Context: an optimization exercise on an open-source flow, tuned for small area. The choices shown serve that exercise and are no tape-out recipe.
Function was checked by simulation only, so behaviour that the tests miss may differ from the original.
No activity file was given, so power comes from the tool's default toggle rates.

--- design/flow/design.v ---
package timePkg;
  localparam int secWidth = 32;
  localparam int fracWidth = 50;
  localparam int timeWidth = 64;
  localparam int countWidth = 28;
  localparam int edgeWidth = 8;
  localparam int controlWidth = 5;
  localparam int statusWidth = 32;
  localparam int ctlModeLsb = 0;
  localparam int ctlDisablePps = 2;
  localparam int statPpsLostSticky = 31;
  localparam int statGpsSticky = 30;
  localparam int statPpsInSticky = 29;
  localparam int statTimeSetSticky = 28;
  localparam int statPpsOk = 27;
  localparam int statPpsLost = 26;
  localparam int stickyWidth = statPpsLostSticky - statTimeSetSticky + 1;
  typedef enum logic [2:0] {
    opNone,
    opSetTime,
    opSetDelta,
    opSetControl,
    opClear
  } cmdOp;
  typedef enum logic [1:0] {
    modeDrive,
    modeEcho,
    modeToggle,
    modeOff
  } ppsOutMode;
endpackage
module timeService #(
  parameter int tickCount = 200,
  parameter int windowTol = 2,
  parameter int highTicks = 180
) (
  input  logic                              CLK,
  input  logic                              rst,
  input  timePkg::cmdOp                     cmd,
  input  logic [timePkg::timeWidth-1:0]     timeIn,
  input  logic                              ppsIn,
  output logic [timePkg::statusWidth-1:0]   statusOut,
  output logic [timePkg::controlWidth-1:0]  controlOut,
  output logic [timePkg::countWidth-1:0]    ticksPerPps,
  output logic [timePkg::timeWidth-1:0]     nowTime,
  output logic [timePkg::timeWidth-1:0]     deltaTime,
  output logic                              ppsOut
);
  localparam int cw = timePkg::countWidth;
  localparam logic [cw-1:0] minTicks = cw'(tickCount - windowTol);
  localparam logic [cw-1:0] maxTicks = cw'(tickCount + windowTol);
  localparam logic [cw-1:0] highCount = cw'(highTicks);
  localparam logic [47:0] fracInc = 48'((64'd1 << 48) / 64'(tickCount));
  logic setTime, ctlWrite, clearSticky, captureDelta;
  assign setTime = (cmd == timePkg::opSetTime);
  assign captureDelta = (cmd == timePkg::opSetDelta);
  assign ctlWrite = (cmd == timePkg::opSetControl) || (cmd == timePkg::opClear);
  assign clearSticky = (cmd == timePkg::opClear);
  logic timeSetSticky, ppsInSticky, ppsLostSticky;
  logic disablePps;
  assign disablePps = controlOut[timePkg::ctlDisablePps];
  logic syncMeta, ppsSync, prevLevel;
  logic [cw-1:0] fromRise;
  logic [cw-1:0] sinceAccept;
  logic ppsEdge, ppsAccept, ppsOk, ppsLost;
  logic [timePkg::edgeWidth-1:0] edgeCount;
  logic rawEdge, inWindow, acceptNow;
  assign rawEdge = ppsSync && !prevLevel && !disablePps;
  assign inWindow = (fromRise > minTicks) && (fromRise < maxTicks);
  assign acceptNow = rawEdge && inWindow;
  logic [31:0] seconds;
  logic [47:0] frac;
  logic        secWrap;
  logic        secStep, ppsStep;
  logic [48:0] fracNext;
  assign ppsStep = ppsOk && ppsAccept;
  assign secStep = ppsOk ? ppsAccept : secWrap;
  logic [48:0] fc0; logic [47:0] fs0;
  logic [12:0] bc;
  assign bc[0] = 1'b0;
  assign fc0[0] = 1'b0;
  assign fs0[0] = ~(frac[0] ^ fc0[0]); assign fc0[1] = frac[0] | fc0[0];
  assign fs0[1] = frac[1] ^ fc0[1]; assign fc0[2] = frac[1] & fc0[1];
  assign fs0[2] = frac[2] ^ fc0[2]; assign fc0[3] = frac[2] & fc0[2];
  assign fs0[3] = frac[3] ^ fc0[3]; assign fc0[4] = frac[3] & fc0[3];
  logic [4:0] t0;
  assign t0[0] = bc[0];
  assign fracNext[0] = fs0[0] ^ t0[0]; assign t0[1] = fs0[0] & t0[0];
  assign fracNext[1] = fs0[1] ^ t0[1]; assign t0[2] = fs0[1] & t0[1];
  assign fracNext[2] = fs0[2] ^ t0[2]; assign t0[3] = fs0[2] & t0[2];
  assign fracNext[3] = fs0[3] ^ t0[3]; assign t0[4] = fs0[3] & t0[3];
  assign bc[1] = fc0[4] | (bc[0] & (&fs0[3:0]));
  assign fs0[4] = frac[4]; assign fc0[5] = 1'b0;
  assign fs0[5] = ~(frac[5] ^ fc0[5]); assign fc0[6] = frac[5] | fc0[5];
  assign fs0[6] = ~(frac[6] ^ fc0[6]); assign fc0[7] = frac[6] | fc0[6];
  assign fs0[7] = ~(frac[7] ^ fc0[7]); assign fc0[8] = frac[7] | fc0[7];
  logic [4:0] t1;
  assign t1[0] = bc[1];
  assign fracNext[4] = fs0[4] ^ t1[0]; assign t1[1] = fs0[4] & t1[0];
  assign fracNext[5] = fs0[5] ^ t1[1]; assign t1[2] = fs0[5] & t1[1];
  assign fracNext[6] = fs0[6] ^ t1[2]; assign t1[3] = fs0[6] & t1[2];
  assign fracNext[7] = fs0[7] ^ t1[3]; assign t1[4] = fs0[7] & t1[3];
  assign bc[2] = fc0[8] | (bc[1] & (&fs0[7:4]));
  assign fs0[8] = frac[8]; assign fc0[9] = 1'b0;
  assign fs0[9] = ~(frac[9] ^ fc0[9]); assign fc0[10] = frac[9] | fc0[9];
  assign fs0[10] = frac[10] ^ fc0[10]; assign fc0[11] = frac[10] & fc0[10];
  assign fs0[11] = ~(frac[11] ^ fc0[11]); assign fc0[12] = frac[11] | fc0[11];
  logic [4:0] t2;
  assign t2[0] = bc[2];
  assign fracNext[8] = fs0[8] ^ t2[0]; assign t2[1] = fs0[8] & t2[0];
  assign fracNext[9] = fs0[9] ^ t2[1]; assign t2[2] = fs0[9] & t2[1];
  assign fracNext[10] = fs0[10] ^ t2[2]; assign t2[3] = fs0[10] & t2[2];
  assign fracNext[11] = fs0[11] ^ t2[3]; assign t2[4] = fs0[11] & t2[3];
  assign bc[3] = fc0[12] | (bc[2] & (&fs0[11:8]));
  assign fs0[12] = ~frac[12]; assign fc0[13] = frac[12];
  assign fs0[13] = ~(frac[13] ^ fc0[13]); assign fc0[14] = frac[13] | fc0[13];
  assign fs0[14] = ~(frac[14] ^ fc0[14]); assign fc0[15] = frac[14] | fc0[14];
  assign fs0[15] = frac[15] ^ fc0[15]; assign fc0[16] = frac[15] & fc0[15];
  logic [4:0] t3;
  assign t3[0] = bc[3];
  assign fracNext[12] = fs0[12] ^ t3[0]; assign t3[1] = fs0[12] & t3[0];
  assign fracNext[13] = fs0[13] ^ t3[1]; assign t3[2] = fs0[13] & t3[1];
  assign fracNext[14] = fs0[14] ^ t3[2]; assign t3[3] = fs0[14] & t3[2];
  assign fracNext[15] = fs0[15] ^ t3[3]; assign t3[4] = fs0[15] & t3[3];
  assign bc[4] = fc0[16] | (bc[3] & (&fs0[15:12]));
  assign fs0[16] = frac[16]; assign fc0[17] = 1'b0;
  assign fs0[17] = frac[17] ^ fc0[17]; assign fc0[18] = frac[17] & fc0[17];
  assign fs0[18] = ~(frac[18] ^ fc0[18]); assign fc0[19] = frac[18] | fc0[18];
  assign fs0[19] = frac[19] ^ fc0[19]; assign fc0[20] = frac[19] & fc0[19];
  logic [4:0] t4;
  assign t4[0] = bc[4];
  assign fracNext[16] = fs0[16] ^ t4[0]; assign t4[1] = fs0[16] & t4[0];
  assign fracNext[17] = fs0[17] ^ t4[1]; assign t4[2] = fs0[17] & t4[1];
  assign fracNext[18] = fs0[18] ^ t4[2]; assign t4[3] = fs0[18] & t4[2];
  assign fracNext[19] = fs0[19] ^ t4[3]; assign t4[4] = fs0[19] & t4[3];
  assign bc[5] = fc0[20] | (bc[4] & (&fs0[19:16]));
  assign fs0[20] = ~frac[20]; assign fc0[21] = frac[20];
  assign fs0[21] = frac[21] ^ fc0[21]; assign fc0[22] = frac[21] & fc0[21];
  assign fs0[22] = frac[22] ^ fc0[22]; assign fc0[23] = frac[22] & fc0[22];
  assign fs0[23] = frac[23] ^ fc0[23]; assign fc0[24] = frac[23] & fc0[23];
  logic [4:0] t5;
  assign t5[0] = bc[5];
  assign fracNext[20] = fs0[20] ^ t5[0]; assign t5[1] = fs0[20] & t5[0];
  assign fracNext[21] = fs0[21] ^ t5[1]; assign t5[2] = fs0[21] & t5[1];
  assign fracNext[22] = fs0[22] ^ t5[2]; assign t5[3] = fs0[22] & t5[2];
  assign fracNext[23] = fs0[23] ^ t5[3]; assign t5[4] = fs0[23] & t5[3];
  assign bc[6] = fc0[24] | (bc[5] & (&fs0[23:20]));
  assign fs0[24] = frac[24]; assign fc0[25] = 1'b0;
  assign fs0[25] = ~(frac[25] ^ fc0[25]); assign fc0[26] = frac[25] | fc0[25];
  assign fs0[26] = ~(frac[26] ^ fc0[26]); assign fc0[27] = frac[26] | fc0[26];
  assign fs0[27] = ~(frac[27] ^ fc0[27]); assign fc0[28] = frac[27] | fc0[27];
  logic [4:0] t6;
  assign t6[0] = bc[6];
  assign fracNext[24] = fs0[24] ^ t6[0]; assign t6[1] = fs0[24] & t6[0];
  assign fracNext[25] = fs0[25] ^ t6[1]; assign t6[2] = fs0[25] & t6[1];
  assign fracNext[26] = fs0[26] ^ t6[2]; assign t6[3] = fs0[26] & t6[2];
  assign fracNext[27] = fs0[27] ^ t6[3]; assign t6[4] = fs0[27] & t6[3];
  assign bc[7] = fc0[28] | (bc[6] & (&fs0[27:24]));
  assign fs0[28] = frac[28]; assign fc0[29] = 1'b0;
  assign fs0[29] = ~(frac[29] ^ fc0[29]); assign fc0[30] = frac[29] | fc0[29];
  assign fs0[30] = frac[30] ^ fc0[30]; assign fc0[31] = frac[30] & fc0[30];
  assign fs0[31] = ~(frac[31] ^ fc0[31]); assign fc0[32] = frac[31] | fc0[31];
  logic [4:0] t7;
  assign t7[0] = bc[7];
  assign fracNext[28] = fs0[28] ^ t7[0]; assign t7[1] = fs0[28] & t7[0];
  assign fracNext[29] = fs0[29] ^ t7[1]; assign t7[2] = fs0[29] & t7[1];
  assign fracNext[30] = fs0[30] ^ t7[2]; assign t7[3] = fs0[30] & t7[2];
  assign fracNext[31] = fs0[31] ^ t7[3]; assign t7[4] = fs0[31] & t7[3];
  assign bc[8] = fc0[32] | (bc[7] & (&fs0[31:28]));
  assign fs0[32] = ~frac[32]; assign fc0[33] = frac[32];
  assign fs0[33] = ~(frac[33] ^ fc0[33]); assign fc0[34] = frac[33] | fc0[33];
  assign fs0[34] = ~(frac[34] ^ fc0[34]); assign fc0[35] = frac[34] | fc0[34];
  assign fs0[35] = frac[35] ^ fc0[35]; assign fc0[36] = frac[35] & fc0[35];
  logic [4:0] t8;
  assign t8[0] = bc[8];
  assign fracNext[32] = fs0[32] ^ t8[0]; assign t8[1] = fs0[32] & t8[0];
  assign fracNext[33] = fs0[33] ^ t8[1]; assign t8[2] = fs0[33] & t8[1];
  assign fracNext[34] = fs0[34] ^ t8[2]; assign t8[3] = fs0[34] & t8[2];
  assign fracNext[35] = fs0[35] ^ t8[3]; assign t8[4] = fs0[35] & t8[3];
  assign bc[9] = fc0[36] | (bc[8] & (&fs0[35:32]));
  assign fs0[36] = frac[36]; assign fc0[37] = 1'b0;
  assign fs0[37] = frac[37] ^ fc0[37]; assign fc0[38] = frac[37] & fc0[37];
  assign fs0[38] = ~(frac[38] ^ fc0[38]); assign fc0[39] = frac[38] | fc0[38];
  assign fs0[39] = frac[39] ^ fc0[39]; assign fc0[40] = frac[39] & fc0[39];
  logic [4:0] t9;
  assign t9[0] = bc[9];
  assign fracNext[36] = fs0[36] ^ t9[0]; assign t9[1] = fs0[36] & t9[0];
  assign fracNext[37] = fs0[37] ^ t9[1]; assign t9[2] = fs0[37] & t9[1];
  assign fracNext[38] = fs0[38] ^ t9[2]; assign t9[3] = fs0[38] & t9[2];
  assign fracNext[39] = fs0[39] ^ t9[3]; assign t9[4] = fs0[39] & t9[3];
  assign bc[10] = fc0[40] | (bc[9] & (&fs0[39:36]));
  assign fs0[40] = ~frac[40]; assign fc0[41] = frac[40];
  assign fs0[41] = frac[41] ^ fc0[41]; assign fc0[42] = frac[41] & fc0[41];
  assign fs0[42] = frac[42] ^ fc0[42]; assign fc0[43] = frac[42] & fc0[42];
  assign fs0[43] = frac[43] ^ fc0[43]; assign fc0[44] = frac[43] & fc0[43];
  logic [4:0] t10;
  assign t10[0] = bc[10];
  assign fracNext[40] = fs0[40] ^ t10[0]; assign t10[1] = fs0[40] & t10[0];
  assign fracNext[41] = fs0[41] ^ t10[1]; assign t10[2] = fs0[41] & t10[1];
  assign fracNext[42] = fs0[42] ^ t10[2]; assign t10[3] = fs0[42] & t10[2];
  assign fracNext[43] = fs0[43] ^ t10[3]; assign t10[4] = fs0[43] & t10[3];
  assign bc[11] = fc0[44] | (bc[10] & (&fs0[43:40]));
  assign fs0[44] = frac[44]; assign fc0[45] = 1'b0;
  assign fs0[45] = frac[45] ^ fc0[45]; assign fc0[46] = frac[45] & fc0[45];
  assign fs0[46] = frac[46] ^ fc0[46]; assign fc0[47] = frac[46] & fc0[46];
  assign fs0[47] = frac[47] ^ fc0[47]; assign fc0[48] = frac[47] & fc0[47];
  logic [4:0] t11;
  assign t11[0] = bc[11];
  assign fracNext[44] = fs0[44] ^ t11[0]; assign t11[1] = fs0[44] & t11[0];
  assign fracNext[45] = fs0[45] ^ t11[1]; assign t11[2] = fs0[45] & t11[1];
  assign fracNext[46] = fs0[46] ^ t11[2]; assign t11[3] = fs0[46] & t11[2];
  assign fracNext[47] = fs0[47] ^ t11[3]; assign t11[4] = fs0[47] & t11[3];
  assign bc[12] = fc0[48] | (bc[11] & (&fs0[47:44]));
  assign fracNext[48] = bc[12];
  logic [63:0] deltaNext;
  logic [64:0] dsc0; logic [63:0] dss0; logic [63:0] dsp, dsg;
  assign dsp = nowTime ^ ~timeIn; assign dsg = nowTime & ~timeIn;
  logic [16:0] dsbc, dsbg, dsbp;
  assign dsbc[0] = 1'b1;
  assign dsc0[0] = 1'b1;
  assign deltaNext[0] = dsp[0] ^ dsc0[0]; assign dsc0[1] = dsg[0] | (dsp[0] & dsc0[0]);
  assign dss0[0] = 1'b0;
  assign deltaNext[1] = dsp[1] ^ dsc0[1]; assign dsc0[2] = dsg[1] | (dsp[1] & dsc0[1]);
  assign dss0[1] = 1'b0;
  assign deltaNext[2] = dsp[2] ^ dsc0[2]; assign dsc0[3] = dsg[2] | (dsp[2] & dsc0[2]);
  assign dss0[2] = 1'b0;
  assign deltaNext[3] = dsp[3] ^ dsc0[3]; assign dsc0[4] = dsg[3] | (dsp[3] & dsc0[3]);
  assign dss0[3] = 1'b0;
  assign dsbg[0] = dsc0[4]; assign dsbp[0] = 1'b0;
  assign dss0[4] = dsp[4]; assign dsc0[5] = dsg[4];
  assign dss0[5] = dsp[5] ^ dsc0[5]; assign dsc0[6] = dsg[5] | (dsp[5] & dsc0[5]);
  assign dss0[6] = dsp[6] ^ dsc0[6]; assign dsc0[7] = dsg[6] | (dsp[6] & dsc0[6]);
  assign dss0[7] = dsp[7] ^ dsc0[7]; assign dsc0[8] = dsg[7] | (dsp[7] & dsc0[7]);
  assign dsbg[1] = dsc0[8]; assign dsbp[1] = &dss0[7:4];
  logic [4:0] dst1;
  assign dst1[0] = dsbc[1];
  assign deltaNext[4] = dss0[4] ^ dst1[0]; assign dst1[1] = dss0[4] & dst1[0];
  assign deltaNext[5] = dss0[5] ^ dst1[1]; assign dst1[2] = dss0[5] & dst1[1];
  assign deltaNext[6] = dss0[6] ^ dst1[2]; assign dst1[3] = dss0[6] & dst1[2];
  assign deltaNext[7] = dss0[7] ^ dst1[3]; assign dst1[4] = dss0[7] & dst1[3];
  assign dss0[8] = dsp[8]; assign dsc0[9] = dsg[8];
  assign dss0[9] = dsp[9] ^ dsc0[9]; assign dsc0[10] = dsg[9] | (dsp[9] & dsc0[9]);
  assign dss0[10] = dsp[10] ^ dsc0[10]; assign dsc0[11] = dsg[10] | (dsp[10] & dsc0[10]);
  assign dss0[11] = dsp[11] ^ dsc0[11]; assign dsc0[12] = dsg[11] | (dsp[11] & dsc0[11]);
  assign dsbg[2] = dsc0[12]; assign dsbp[2] = &dss0[11:8];
  logic [4:0] dst2;
  assign dst2[0] = dsbc[2];
  assign deltaNext[8] = dss0[8] ^ dst2[0]; assign dst2[1] = dss0[8] & dst2[0];
  assign deltaNext[9] = dss0[9] ^ dst2[1]; assign dst2[2] = dss0[9] & dst2[1];
  assign deltaNext[10] = dss0[10] ^ dst2[2]; assign dst2[3] = dss0[10] & dst2[2];
  assign deltaNext[11] = dss0[11] ^ dst2[3]; assign dst2[4] = dss0[11] & dst2[3];
  assign dss0[12] = dsp[12]; assign dsc0[13] = dsg[12];
  assign dss0[13] = dsp[13] ^ dsc0[13]; assign dsc0[14] = dsg[13] | (dsp[13] & dsc0[13]);
  assign dss0[14] = dsp[14] ^ dsc0[14]; assign dsc0[15] = dsg[14] | (dsp[14] & dsc0[14]);
  assign dss0[15] = dsp[15] ^ dsc0[15]; assign dsc0[16] = dsg[15] | (dsp[15] & dsc0[15]);
  assign dsbg[3] = dsc0[16]; assign dsbp[3] = &dss0[15:12];
  logic [4:0] dst3;
  assign dst3[0] = dsbc[3];
  assign deltaNext[12] = dss0[12] ^ dst3[0]; assign dst3[1] = dss0[12] & dst3[0];
  assign deltaNext[13] = dss0[13] ^ dst3[1]; assign dst3[2] = dss0[13] & dst3[1];
  assign deltaNext[14] = dss0[14] ^ dst3[2]; assign dst3[3] = dss0[14] & dst3[2];
  assign deltaNext[15] = dss0[15] ^ dst3[3]; assign dst3[4] = dss0[15] & dst3[3];
  assign dss0[16] = dsp[16]; assign dsc0[17] = dsg[16];
  assign dss0[17] = dsp[17] ^ dsc0[17]; assign dsc0[18] = dsg[17] | (dsp[17] & dsc0[17]);
  assign dss0[18] = dsp[18] ^ dsc0[18]; assign dsc0[19] = dsg[18] | (dsp[18] & dsc0[18]);
  assign dss0[19] = dsp[19] ^ dsc0[19]; assign dsc0[20] = dsg[19] | (dsp[19] & dsc0[19]);
  assign dsbg[4] = dsc0[20]; assign dsbp[4] = &dss0[19:16];
  logic [4:0] dst4;
  assign dst4[0] = dsbc[4];
  assign deltaNext[16] = dss0[16] ^ dst4[0]; assign dst4[1] = dss0[16] & dst4[0];
  assign deltaNext[17] = dss0[17] ^ dst4[1]; assign dst4[2] = dss0[17] & dst4[1];
  assign deltaNext[18] = dss0[18] ^ dst4[2]; assign dst4[3] = dss0[18] & dst4[2];
  assign deltaNext[19] = dss0[19] ^ dst4[3]; assign dst4[4] = dss0[19] & dst4[3];
  assign dss0[20] = dsp[20]; assign dsc0[21] = dsg[20];
  assign dss0[21] = dsp[21] ^ dsc0[21]; assign dsc0[22] = dsg[21] | (dsp[21] & dsc0[21]);
  assign dss0[22] = dsp[22] ^ dsc0[22]; assign dsc0[23] = dsg[22] | (dsp[22] & dsc0[22]);
  assign dss0[23] = dsp[23] ^ dsc0[23]; assign dsc0[24] = dsg[23] | (dsp[23] & dsc0[23]);
  assign dsbg[5] = dsc0[24]; assign dsbp[5] = &dss0[23:20];
  logic [4:0] dst5;
  assign dst5[0] = dsbc[5];
  assign deltaNext[20] = dss0[20] ^ dst5[0]; assign dst5[1] = dss0[20] & dst5[0];
  assign deltaNext[21] = dss0[21] ^ dst5[1]; assign dst5[2] = dss0[21] & dst5[1];
  assign deltaNext[22] = dss0[22] ^ dst5[2]; assign dst5[3] = dss0[22] & dst5[2];
  assign deltaNext[23] = dss0[23] ^ dst5[3]; assign dst5[4] = dss0[23] & dst5[3];
  assign dss0[24] = dsp[24]; assign dsc0[25] = dsg[24];
  assign dss0[25] = dsp[25] ^ dsc0[25]; assign dsc0[26] = dsg[25] | (dsp[25] & dsc0[25]);
  assign dss0[26] = dsp[26] ^ dsc0[26]; assign dsc0[27] = dsg[26] | (dsp[26] & dsc0[26]);
  assign dss0[27] = dsp[27] ^ dsc0[27]; assign dsc0[28] = dsg[27] | (dsp[27] & dsc0[27]);
  assign dsbg[6] = dsc0[28]; assign dsbp[6] = &dss0[27:24];
  logic [4:0] dst6;
  assign dst6[0] = dsbc[6];
  assign deltaNext[24] = dss0[24] ^ dst6[0]; assign dst6[1] = dss0[24] & dst6[0];
  assign deltaNext[25] = dss0[25] ^ dst6[1]; assign dst6[2] = dss0[25] & dst6[1];
  assign deltaNext[26] = dss0[26] ^ dst6[2]; assign dst6[3] = dss0[26] & dst6[2];
  assign deltaNext[27] = dss0[27] ^ dst6[3]; assign dst6[4] = dss0[27] & dst6[3];
  assign dss0[28] = dsp[28]; assign dsc0[29] = dsg[28];
  assign dss0[29] = dsp[29] ^ dsc0[29]; assign dsc0[30] = dsg[29] | (dsp[29] & dsc0[29]);
  assign dss0[30] = dsp[30] ^ dsc0[30]; assign dsc0[31] = dsg[30] | (dsp[30] & dsc0[30]);
  assign dss0[31] = dsp[31] ^ dsc0[31]; assign dsc0[32] = dsg[31] | (dsp[31] & dsc0[31]);
  assign dsbg[7] = dsc0[32]; assign dsbp[7] = &dss0[31:28];
  logic [4:0] dst7;
  assign dst7[0] = dsbc[7];
  assign deltaNext[28] = dss0[28] ^ dst7[0]; assign dst7[1] = dss0[28] & dst7[0];
  assign deltaNext[29] = dss0[29] ^ dst7[1]; assign dst7[2] = dss0[29] & dst7[1];
  assign deltaNext[30] = dss0[30] ^ dst7[2]; assign dst7[3] = dss0[30] & dst7[2];
  assign deltaNext[31] = dss0[31] ^ dst7[3]; assign dst7[4] = dss0[31] & dst7[3];
  assign dss0[32] = dsp[32]; assign dsc0[33] = dsg[32];
  assign dss0[33] = dsp[33] ^ dsc0[33]; assign dsc0[34] = dsg[33] | (dsp[33] & dsc0[33]);
  assign dss0[34] = dsp[34] ^ dsc0[34]; assign dsc0[35] = dsg[34] | (dsp[34] & dsc0[34]);
  assign dss0[35] = dsp[35] ^ dsc0[35]; assign dsc0[36] = dsg[35] | (dsp[35] & dsc0[35]);
  assign dsbg[8] = dsc0[36]; assign dsbp[8] = &dss0[35:32];
  logic [4:0] dst8;
  assign dst8[0] = dsbc[8];
  assign deltaNext[32] = dss0[32] ^ dst8[0]; assign dst8[1] = dss0[32] & dst8[0];
  assign deltaNext[33] = dss0[33] ^ dst8[1]; assign dst8[2] = dss0[33] & dst8[1];
  assign deltaNext[34] = dss0[34] ^ dst8[2]; assign dst8[3] = dss0[34] & dst8[2];
  assign deltaNext[35] = dss0[35] ^ dst8[3]; assign dst8[4] = dss0[35] & dst8[3];
  assign dss0[36] = dsp[36]; assign dsc0[37] = dsg[36];
  assign dss0[37] = dsp[37] ^ dsc0[37]; assign dsc0[38] = dsg[37] | (dsp[37] & dsc0[37]);
  assign dss0[38] = dsp[38] ^ dsc0[38]; assign dsc0[39] = dsg[38] | (dsp[38] & dsc0[38]);
  assign dss0[39] = dsp[39] ^ dsc0[39]; assign dsc0[40] = dsg[39] | (dsp[39] & dsc0[39]);
  assign dsbg[9] = dsc0[40]; assign dsbp[9] = &dss0[39:36];
  logic [4:0] dst9;
  assign dst9[0] = dsbc[9];
  assign deltaNext[36] = dss0[36] ^ dst9[0]; assign dst9[1] = dss0[36] & dst9[0];
  assign deltaNext[37] = dss0[37] ^ dst9[1]; assign dst9[2] = dss0[37] & dst9[1];
  assign deltaNext[38] = dss0[38] ^ dst9[2]; assign dst9[3] = dss0[38] & dst9[2];
  assign deltaNext[39] = dss0[39] ^ dst9[3]; assign dst9[4] = dss0[39] & dst9[3];
  assign dss0[40] = dsp[40]; assign dsc0[41] = dsg[40];
  assign dss0[41] = dsp[41] ^ dsc0[41]; assign dsc0[42] = dsg[41] | (dsp[41] & dsc0[41]);
  assign dss0[42] = dsp[42] ^ dsc0[42]; assign dsc0[43] = dsg[42] | (dsp[42] & dsc0[42]);
  assign dss0[43] = dsp[43] ^ dsc0[43]; assign dsc0[44] = dsg[43] | (dsp[43] & dsc0[43]);
  assign dsbg[10] = dsc0[44]; assign dsbp[10] = &dss0[43:40];
  logic [4:0] dst10;
  assign dst10[0] = dsbc[10];
  assign deltaNext[40] = dss0[40] ^ dst10[0]; assign dst10[1] = dss0[40] & dst10[0];
  assign deltaNext[41] = dss0[41] ^ dst10[1]; assign dst10[2] = dss0[41] & dst10[1];
  assign deltaNext[42] = dss0[42] ^ dst10[2]; assign dst10[3] = dss0[42] & dst10[2];
  assign deltaNext[43] = dss0[43] ^ dst10[3]; assign dst10[4] = dss0[43] & dst10[3];
  assign dss0[44] = dsp[44]; assign dsc0[45] = dsg[44];
  assign dss0[45] = dsp[45] ^ dsc0[45]; assign dsc0[46] = dsg[45] | (dsp[45] & dsc0[45]);
  assign dss0[46] = dsp[46] ^ dsc0[46]; assign dsc0[47] = dsg[46] | (dsp[46] & dsc0[46]);
  assign dss0[47] = dsp[47] ^ dsc0[47]; assign dsc0[48] = dsg[47] | (dsp[47] & dsc0[47]);
  assign dsbg[11] = dsc0[48]; assign dsbp[11] = &dss0[47:44];
  logic [4:0] dst11;
  assign dst11[0] = dsbc[11];
  assign deltaNext[44] = dss0[44] ^ dst11[0]; assign dst11[1] = dss0[44] & dst11[0];
  assign deltaNext[45] = dss0[45] ^ dst11[1]; assign dst11[2] = dss0[45] & dst11[1];
  assign deltaNext[46] = dss0[46] ^ dst11[2]; assign dst11[3] = dss0[46] & dst11[2];
  assign deltaNext[47] = dss0[47] ^ dst11[3]; assign dst11[4] = dss0[47] & dst11[3];
  assign dss0[48] = dsp[48]; assign dsc0[49] = dsg[48];
  assign dss0[49] = dsp[49] ^ dsc0[49]; assign dsc0[50] = dsg[49] | (dsp[49] & dsc0[49]);
  assign dss0[50] = dsp[50] ^ dsc0[50]; assign dsc0[51] = dsg[50] | (dsp[50] & dsc0[50]);
  assign dss0[51] = dsp[51] ^ dsc0[51]; assign dsc0[52] = dsg[51] | (dsp[51] & dsc0[51]);
  assign dsbg[12] = dsc0[52]; assign dsbp[12] = &dss0[51:48];
  logic [4:0] dst12;
  assign dst12[0] = dsbc[12];
  assign deltaNext[48] = dss0[48] ^ dst12[0]; assign dst12[1] = dss0[48] & dst12[0];
  assign deltaNext[49] = dss0[49] ^ dst12[1]; assign dst12[2] = dss0[49] & dst12[1];
  assign deltaNext[50] = dss0[50] ^ dst12[2]; assign dst12[3] = dss0[50] & dst12[2];
  assign deltaNext[51] = dss0[51] ^ dst12[3]; assign dst12[4] = dss0[51] & dst12[3];
  assign dss0[52] = dsp[52]; assign dsc0[53] = dsg[52];
  assign dss0[53] = dsp[53] ^ dsc0[53]; assign dsc0[54] = dsg[53] | (dsp[53] & dsc0[53]);
  assign dss0[54] = dsp[54] ^ dsc0[54]; assign dsc0[55] = dsg[54] | (dsp[54] & dsc0[54]);
  assign dss0[55] = dsp[55] ^ dsc0[55]; assign dsc0[56] = dsg[55] | (dsp[55] & dsc0[55]);
  assign dsbg[13] = dsc0[56]; assign dsbp[13] = &dss0[55:52];
  logic [4:0] dst13;
  assign dst13[0] = dsbc[13];
  assign deltaNext[52] = dss0[52] ^ dst13[0]; assign dst13[1] = dss0[52] & dst13[0];
  assign deltaNext[53] = dss0[53] ^ dst13[1]; assign dst13[2] = dss0[53] & dst13[1];
  assign deltaNext[54] = dss0[54] ^ dst13[2]; assign dst13[3] = dss0[54] & dst13[2];
  assign deltaNext[55] = dss0[55] ^ dst13[3]; assign dst13[4] = dss0[55] & dst13[3];
  assign dss0[56] = dsp[56]; assign dsc0[57] = dsg[56];
  assign dss0[57] = dsp[57] ^ dsc0[57]; assign dsc0[58] = dsg[57] | (dsp[57] & dsc0[57]);
  assign dss0[58] = dsp[58] ^ dsc0[58]; assign dsc0[59] = dsg[58] | (dsp[58] & dsc0[58]);
  assign dss0[59] = dsp[59] ^ dsc0[59]; assign dsc0[60] = dsg[59] | (dsp[59] & dsc0[59]);
  assign dsbg[14] = dsc0[60]; assign dsbp[14] = &dss0[59:56];
  logic [4:0] dst14;
  assign dst14[0] = dsbc[14];
  assign deltaNext[56] = dss0[56] ^ dst14[0]; assign dst14[1] = dss0[56] & dst14[0];
  assign deltaNext[57] = dss0[57] ^ dst14[1]; assign dst14[2] = dss0[57] & dst14[1];
  assign deltaNext[58] = dss0[58] ^ dst14[2]; assign dst14[3] = dss0[58] & dst14[2];
  assign deltaNext[59] = dss0[59] ^ dst14[3]; assign dst14[4] = dss0[59] & dst14[3];
  assign dss0[60] = dsp[60]; assign dsc0[61] = dsg[60];
  assign dss0[61] = dsp[61] ^ dsc0[61]; assign dsc0[62] = dsg[61] | (dsp[61] & dsc0[61]);
  assign dss0[62] = dsp[62] ^ dsc0[62]; assign dsc0[63] = dsg[62] | (dsp[62] & dsc0[62]);
  assign dss0[63] = dsp[63] ^ dsc0[63]; assign dsc0[64] = dsg[63] | (dsp[63] & dsc0[63]);
  assign dsbg[15] = dsc0[64]; assign dsbp[15] = &dss0[63:60];
  logic [4:0] dst15;
  assign dst15[0] = dsbc[15];
  assign deltaNext[60] = dss0[60] ^ dst15[0]; assign dst15[1] = dss0[60] & dst15[0];
  assign deltaNext[61] = dss0[61] ^ dst15[1]; assign dst15[2] = dss0[61] & dst15[1];
  assign deltaNext[62] = dss0[62] ^ dst15[2]; assign dst15[3] = dss0[62] & dst15[2];
  assign deltaNext[63] = dss0[63] ^ dst15[3]; assign dst15[4] = dss0[63] & dst15[3];
  logic [8:0] dsgc;
  assign dsgc[0] = dsbc[0];
  logic dsGG0, dsGP0;
  assign dsGG0 = (dsbg[1] | (dsbp[1] & dsbg[0])); assign dsGP0 = (dsbp[1] & dsbp[0]);
  assign dsgc[1] = dsGG0 | (dsGP0 & dsgc[0]);
  assign dsbc[1] = dsbg[0] | (dsbp[0] & dsbc[0]);
  logic dsGG1, dsGP1;
  assign dsGG1 = (dsbg[3] | (dsbp[3] & dsbg[2])); assign dsGP1 = (dsbp[3] & dsbp[2]);
  assign dsgc[2] = dsGG1 | (dsGP1 & dsgc[1]);
  assign dsbc[2] = dsgc[1];
  assign dsbc[3] = dsbg[2] | (dsbp[2] & dsbc[2]);
  logic dsGG2, dsGP2;
  assign dsGG2 = (dsbg[5] | (dsbp[5] & dsbg[4])); assign dsGP2 = (dsbp[5] & dsbp[4]);
  assign dsgc[3] = dsGG2 | (dsGP2 & dsgc[2]);
  assign dsbc[4] = dsgc[2];
  assign dsbc[5] = dsbg[4] | (dsbp[4] & dsbc[4]);
  logic dsGG3, dsGP3;
  assign dsGG3 = (dsbg[7] | (dsbp[7] & dsbg[6])); assign dsGP3 = (dsbp[7] & dsbp[6]);
  assign dsgc[4] = dsGG3 | (dsGP3 & dsgc[3]);
  assign dsbc[6] = dsgc[3];
  assign dsbc[7] = dsbg[6] | (dsbp[6] & dsbc[6]);
  logic dsGG4, dsGP4;
  assign dsGG4 = (dsbg[9] | (dsbp[9] & dsbg[8])); assign dsGP4 = (dsbp[9] & dsbp[8]);
  assign dsgc[5] = dsGG4 | (dsGP4 & dsgc[4]);
  assign dsbc[8] = dsgc[4];
  assign dsbc[9] = dsbg[8] | (dsbp[8] & dsbc[8]);
  logic dsGG5, dsGP5;
  assign dsGG5 = (dsbg[11] | (dsbp[11] & dsbg[10])); assign dsGP5 = (dsbp[11] & dsbp[10]);
  assign dsgc[6] = dsGG5 | (dsGP5 & dsgc[5]);
  assign dsbc[10] = dsgc[5];
  assign dsbc[11] = dsbg[10] | (dsbp[10] & dsbc[10]);
  logic dsGG6, dsGP6;
  assign dsGG6 = (dsbg[13] | (dsbp[13] & dsbg[12])); assign dsGP6 = (dsbp[13] & dsbp[12]);
  assign dsgc[7] = dsGG6 | (dsGP6 & dsgc[6]);
  assign dsbc[12] = dsgc[6];
  assign dsbc[13] = dsbg[12] | (dsbp[12] & dsbc[12]);
  logic dsGG7, dsGP7;
  assign dsGG7 = (dsbg[15] | (dsbp[15] & dsbg[14])); assign dsGP7 = (dsbp[15] & dsbp[14]);
  assign dsgc[8] = dsGG7 | (dsGP7 & dsgc[7]);
  assign dsbc[14] = dsgc[7];
  assign dsbc[15] = dsbg[14] | (dsbp[14] & dsbc[14]);
  assign dsbc[16] = dsgc[8];
  function automatic logic [27:0] inc28(input logic [27:0] q);
    logic [28:0] t;
    t[0] = 1'b1;
    for (int i = 0; i < 28; i++) begin
      inc28[i] = q[i] ^ t[i];
      t[i+1] = (i == 13) ? &q[13:0] : q[i] & t[i];
    end
  endfunction
  logic [cw-1:0] perCount;
  logic localPulse, toggle;
  always_ff @(posedge CLK)
  begin
    if (rst)
    begin
      controlOut <= '0;
      deltaTime <= '0;
      timeSetSticky <= 1'b0;
      ppsInSticky <= 1'b0;
      ppsLostSticky <= 1'b0;
      syncMeta <= 1'b0;
      ppsSync <= 1'b0;
      prevLevel <= 1'b0;
      fromRise <= '0;
      sinceAccept <= '0;
      ppsEdge <= 1'b0;
      ppsAccept <= 1'b0;
      ppsOk <= 1'b0;
      ppsLost <= 1'b0;
      edgeCount <= '0;
      ticksPerPps <= '0;
      seconds <= '0;
      frac <= '0;
      secWrap <= 1'b0;
      nowTime <= '0;
      perCount <= highCount;
      localPulse <= 1'b0;
      toggle <= 1'b0;
    end
    else
    begin
      if (ctlWrite)
        controlOut <= timeIn[timePkg::controlWidth-1:0];
      if (captureDelta)
        deltaTime <= deltaNext;
      if (clearSticky)
      begin
        timeSetSticky <= 1'b0;
        ppsInSticky <= 1'b0;
        ppsLostSticky <= 1'b0;
      end
      else
      begin
        if (setTime)
          timeSetSticky <= 1'b1;
        if (ppsOk)
          ppsInSticky <= 1'b1;
        if (ppsLost)
          ppsLostSticky <= 1'b1;
      end
      syncMeta <= ppsIn;
      ppsSync <= syncMeta;
      if (!disablePps)
        prevLevel <= ppsSync;
      fromRise <= rawEdge ? cw'(1) : inc28(fromRise);
      ppsEdge <= rawEdge;
      ppsAccept <= acceptNow;
      ppsOk <= ppsAccept || (ppsOk && !ppsLost);
      ppsLost <= ppsOk && ((rawEdge && !inWindow) || (fromRise == maxTicks));
      if (ppsEdge)
        edgeCount <= edgeCount + 1'b1;
      sinceAccept <= acceptNow ? cw'(1) : inc28(sinceAccept);
      if (acceptNow)
        ticksPerPps <= sinceAccept;
      secWrap <= 1'b0;
      if (setTime)
      begin
        seconds <= timeIn[63:32];
        frac <= {timeIn[31:0], 16'b0};
      end
      else
      begin
        if (secStep)
          seconds <= seconds + 1'b1;
        if (ppsStep)
          frac <= '0;
        else
        begin
          frac <= fracNext[47:0];
          secWrap <= fracNext[48];
        end
      end
      nowTime <= {seconds, frac[47:16]};
      perCount <= secStep ? '0 : inc28(perCount);
      localPulse <= perCount < highCount;
      toggle <= !toggle;
    end
  end
  always_comb
  begin
    case (controlOut[1:0])
      timePkg::modeDrive: ppsOut = localPulse;
      timePkg::modeEcho: ppsOut = ppsSync;
      timePkg::modeToggle: ppsOut = toggle;
      default: ppsOut = 1'b0;
    endcase
  end
  always_comb
  begin
    statusOut = '0;
    statusOut[timePkg::statPpsLostSticky] = ppsLostSticky;
    statusOut[timePkg::statPpsInSticky] = ppsInSticky;
    statusOut[timePkg::statTimeSetSticky] = timeSetSticky;
    statusOut[timePkg::statPpsOk] = ppsOk;
    statusOut[timePkg::statPpsLost] = ppsLost;
    statusOut[timePkg::edgeWidth-1:0] = edgeCount;
  end
endmodule
--- design/flow/flow/run.sh ---
#!/bin/bash
# The standard layout (standard.sh: standard synthesis and ORFS to finish) with two changes:
#  - each port buffer is the smallest buffer cell instead of the flow's default pick;
#  - the clock tree uses clkbuf_4 cells in clusters of at most 10 sinks within 60 um, without dummy loads.
set -euo pipefail
export BUFFER_PORTS_ARGS="-buffer_cell sky130_fd_sc_hd__buf_1"
export CTS_ARGS="-sink_clustering_enable -repair_clock_nets -dont_use_dummy_load -buf_list sky130_fd_sc_hd__clkbuf_4 -sink_clustering_size 10 -sink_clustering_max_diameter 60"
bash standard.sh finish > standard.log 2>&1
--- design/flow/standard.sh ---
#!/bin/bash
# synth_recipe.tcl (not shown) runs the flow's synth.tcl, then flattens the netlist and writes it again
# the make line also repeats each setting of config.mk as NAME=value (left out here)
make -C /OpenROAD-flow-scripts/flow DESIGN_CONFIG=/design/flow/config.mk WORK_HOME=/design/flow/orfs CLKGATE_MAP_FILE= SYNTH_SCRIPT=/design/flow/synth_recipe.tcl "${@:-finish}"
--- design/flow/config.mk ---
export PLATFORM = sky130hd
export DESIGN_NAME = timeService
export DESIGN_NICKNAME = timeService
export VERILOG_FILES = /design/flow/design.v
export SDC_FILE = /design/flow/constraint.sdc
export NUM_CORES = 4
export LEC_CHECK = 0
export CAP_MARGIN = 20
export CORE_MARGIN = 2
export CORE_UTILIZATION = 40
export SLEW_MARGIN = 20
--- design/flow/constraint.sdc ---
create_clock -name core_clock -period 5.5 [get_ports {CLK}]
set_input_delay 1.1000 -clock core_clock [delete_from_list [all_inputs] [get_ports {CLK}]]
set_output_delay 1.1000 -clock core_clock [all_outputs]
set_load 0.01 [all_outputs]
==> results.txt <==
state kept, by name, indices dropped and copies added (netlist names), 5 cells and up:
signal	flops
perCount	28
edgeCount	8
frac	48
deltaTime	64
seconds	32
fromRise	28
nowTime	64
ticksPerPps	28
sinceAccept	28
controlOut	5
cell usage after synthesis (4+ instances only):
master	number	area (um^2)
mux2i_1	9	90.1
a211oi_1	45	338
a22o_1	25	219
a311oi_1	4	35.0
dfxtp_1	346	6930
nor3_1	8	40.0
o21ai_0	12	60.1
clkbuf_1	58	218
nor2b_1	51	319
xor2_1	32	280
buf_4	25	188
and3_1	4	25.0
and4_1	7	61.3
buf_2	4	20.0
nand2b_1	6	37.5
or4_1	4	30.0
nand4_1	21	131
a21oi_1	85	425
a22oi_1	9	67.6
xnor2_1	35	307
fa_1	47	941
buf_1	5	18.8
inv_1	152	571
nand3_1	20	100
nor4_1	10	62.6
nand2_1	179	672
and2_1	86	538
nor2_1	124	465
ha_1	203	2540
or3_1	8	50.1
nand4b_1	4	35.0
a21o_1	8	60.1
power groups by stage:
stage | sequential [mW] | combinational [mW] | clock [mW]
global placement | 2.80 | 0.902 | 0
global route | 2.77 | 1.07 | 1.36
detailed placement | 2.80 | 0.922 | 0
floorplan | 2.81 | 0.628 | 0
CTS | 2.75 | 0.930 | 1.27
finish | 2.74 | 0.916 | 1.20
through the flow:
step	hold WS [ps]	area (um^2)	worst slack (ps)	cells	TNS, ps
after floorplan	392	16300	632	1697	0
final	422	18000	661	2442	0
after global routing	425	18000	463	2442	0
after global placement	402	17700	-119	2397	-119
after CTS	419	18000	716	2441	0
after detailed placement	406	17700	-154	2398	-154
worst max-delay path, cell delays in order:
cell and delay [ps]:
buf_1 120, inv_1 80, ha_1 210, fa_1 380
fa_1 400, fa_1 460, nand4_1 100, nor2_1 60
o311a_1 390, nor2_1 290, o311ai_0 190, buf_4 170
a31o_2 250, a41o_1 240, ha_1 180, ha_1 180
ha_1 190, xor2_1 160, xnor2_1 130, a211oi_1 220
cell families (layout without fill, tap and decap cells):
family                     after synthesis  count (layout)  share of synthesized area, %
muxes                                   10              10                         0.646
and+or+nand+nor                        548             548                          16.8
buffers and inverters                  245             464                          6.31
xor gates and xnor gates                67              67                          3.61
DFF                                    346             346                          42.6
AOI/OAI and AO/OA                      212             212                          8.64
adders and majority gates              250             250                          21.4
other                                    1              20                        0.0230
per-layer routing:
layer / wire (um) / vias up / track usage [%]
met3: 2540 / 71 / 4.88
met1: 16900 / 5477 / 22.8
met5: 0 / - / 0
met4: 990 / 0 / 5.52
met2: 17600 / 237 / 30.2
li1: - / 6005 / -
final cells by class:
class,count,area (um^2)
clock buffer,43,323
tap,525,657
sequential,346,6930
multi-input combinational,1106,8410
inverter,152,571
antenna,1,2.50
timing repair buffer,269,1110
fill,3919,21900
worst max path at each step:
stage,end,cells after the start,slack [ps],startpoint
after floorplan,deltaTime[63],18,630,timeIn[4]
final,deltaTime[63],20,660,timeIn[4]
after CTS,deltaTime[63],20,720,timeIn[4]
after detailed placement,deltaTime[63],20,-150,timeIn[4]
after global placement,deltaTime[63],20,-120,timeIn[4]
after global routing,deltaTime[63],23,460,timeIn[24]
==> results.toml <==
[sta]
setup_viol = 0
relSlewSlack_pct = 30.2
slew_violations = 0
clock.fmax_ghz = 0.207
fin_worst_skew_ps = 62.4
min_period_ps = 4840
worst_pin_slew_ps = 1040
rsz0062_at_grt = "no"
hold_viol = 0
fin_crit_sh_pct = 88.0

[synthesis]
syn_inst = 1679
async_reset_ff_share_pct = 0
ys.flop_type = "dfxtp_1"
ys_seq_area_share_pct = 42.6
synth_edf_count = 0
syn_area_per_cell_um2 = 9.69
synth_seq_cells = 346
ys_warn_count = 1
post_synth_instance_area_um2 = 16300
synth_cell_types = 63

[detailed_routing]
routed_wirelength_um = 38000
via_count = 11790
ant_nets = 0
route.detailed.drc = 0
route.detailed.vias_per_inst = 4.83
drt-wirelength-per-cell_um = 15.6
drt_iter0_markers = 483
drtPass1Iterations = 6

[cells_and_area]
layout_commonest_cell = "dfxtp_1"
finalNetCount = 2238
area_growth_pct = 10.6
drive_above_1_share_pct = 4.54
final_cell_mix = "346 x dfxtp_1, 243 x buf_1, 203 x ha_1"
post-route-util_pct = 45.1

[pwr]
peakVddDrop_mv = 0.171
power_density_nw_per_um2 = 270
leakagePower_nw = 8.02
power_mw = 4.86
power_frac_comb_pct = 18.9
switching_share_pct = 29.7
seq_power_share_pct = 56.5
switchingPower_mw = 1.44
p_int_mw = 3.41
pwr-share-clk_pct = 24.6

[cts]
clk_pin_slew_ps = 110
cts_num_sinks = 346
post-cts-setup-buffers = 0
cts_hold_buf = 0
cts_buffers = 43
root_buffer = "clkbuf_4"
h-tree-depth = 2
clockBufferDepth = 3
cts_tree = "built"
postCtsResizedCells = 0
clock_latency_ps = 730

[hold_path]
hold_path_depth = 1
hold_start = "toggle"
hold_end = "toggle"
hold_class = "reg2reg"

[worst_setup_path]
cp_max_fo = 3
end_kind = "flip-flop"
worstPathArrival_ps = 5510
crit_path_start_kind = "input port"
crit_type = "in2reg"
rr_worst_depth = 18
r2r_setup_slack_ps = 940
rr_endpoint = "deltaTime[63]"
cp.required_ps = 6170
r2r_start = "nowTime[4]"

[floorplan]
die_w_um = 206
dieArea_um2 = 42300
start_util_pct = 40.8
dieHeight_um = 206
fp.coreArea_um2 = 39900
rows = 73
ioPinCount = 264

[grt]
grt_pass1_wl_um = 60800
antenna_found_initial = 1
grt_use_total_pct = 18.1
grt_pass1_vias = 11762
grt_max_degree = 83
overflow = 0

[outcome]
outcome = "timing/DRC/antenna clean"

[run]
max_cap_violations = 0

[placed_design]
port-buffer-count = 244
place.gp.congestion = 0.844
hpwl_um = 28400

[port drivers added, routing unchanged]
The flow's constraints put no driver on any port. The routed layout listed below was extracted and timed again, unchanged, in two steps.
Step 1, drivers: a clkbuf_16 drives CLK and a buf_2 each remaining input, both assumed.
Step 2 also shifts input and output timing later by t, the mid clock arrival at the registers, as if the neighbouring blocks saw the same clock.
a / b / c = ideal ports / drivers / drivers and shift; a / b = the first two.
shift t [ns]: 0.758
slack for setup (ns): 0.661 / 0.649 / -0.109
hold WS [ns]: 0.422 / 0.422 / 0.422
Met with ideal ports but missed after step 2: setup timing in this run. For this run, drivers alone change the setup slack by -0.012 ns; drivers and shift together by -0.770 ns.
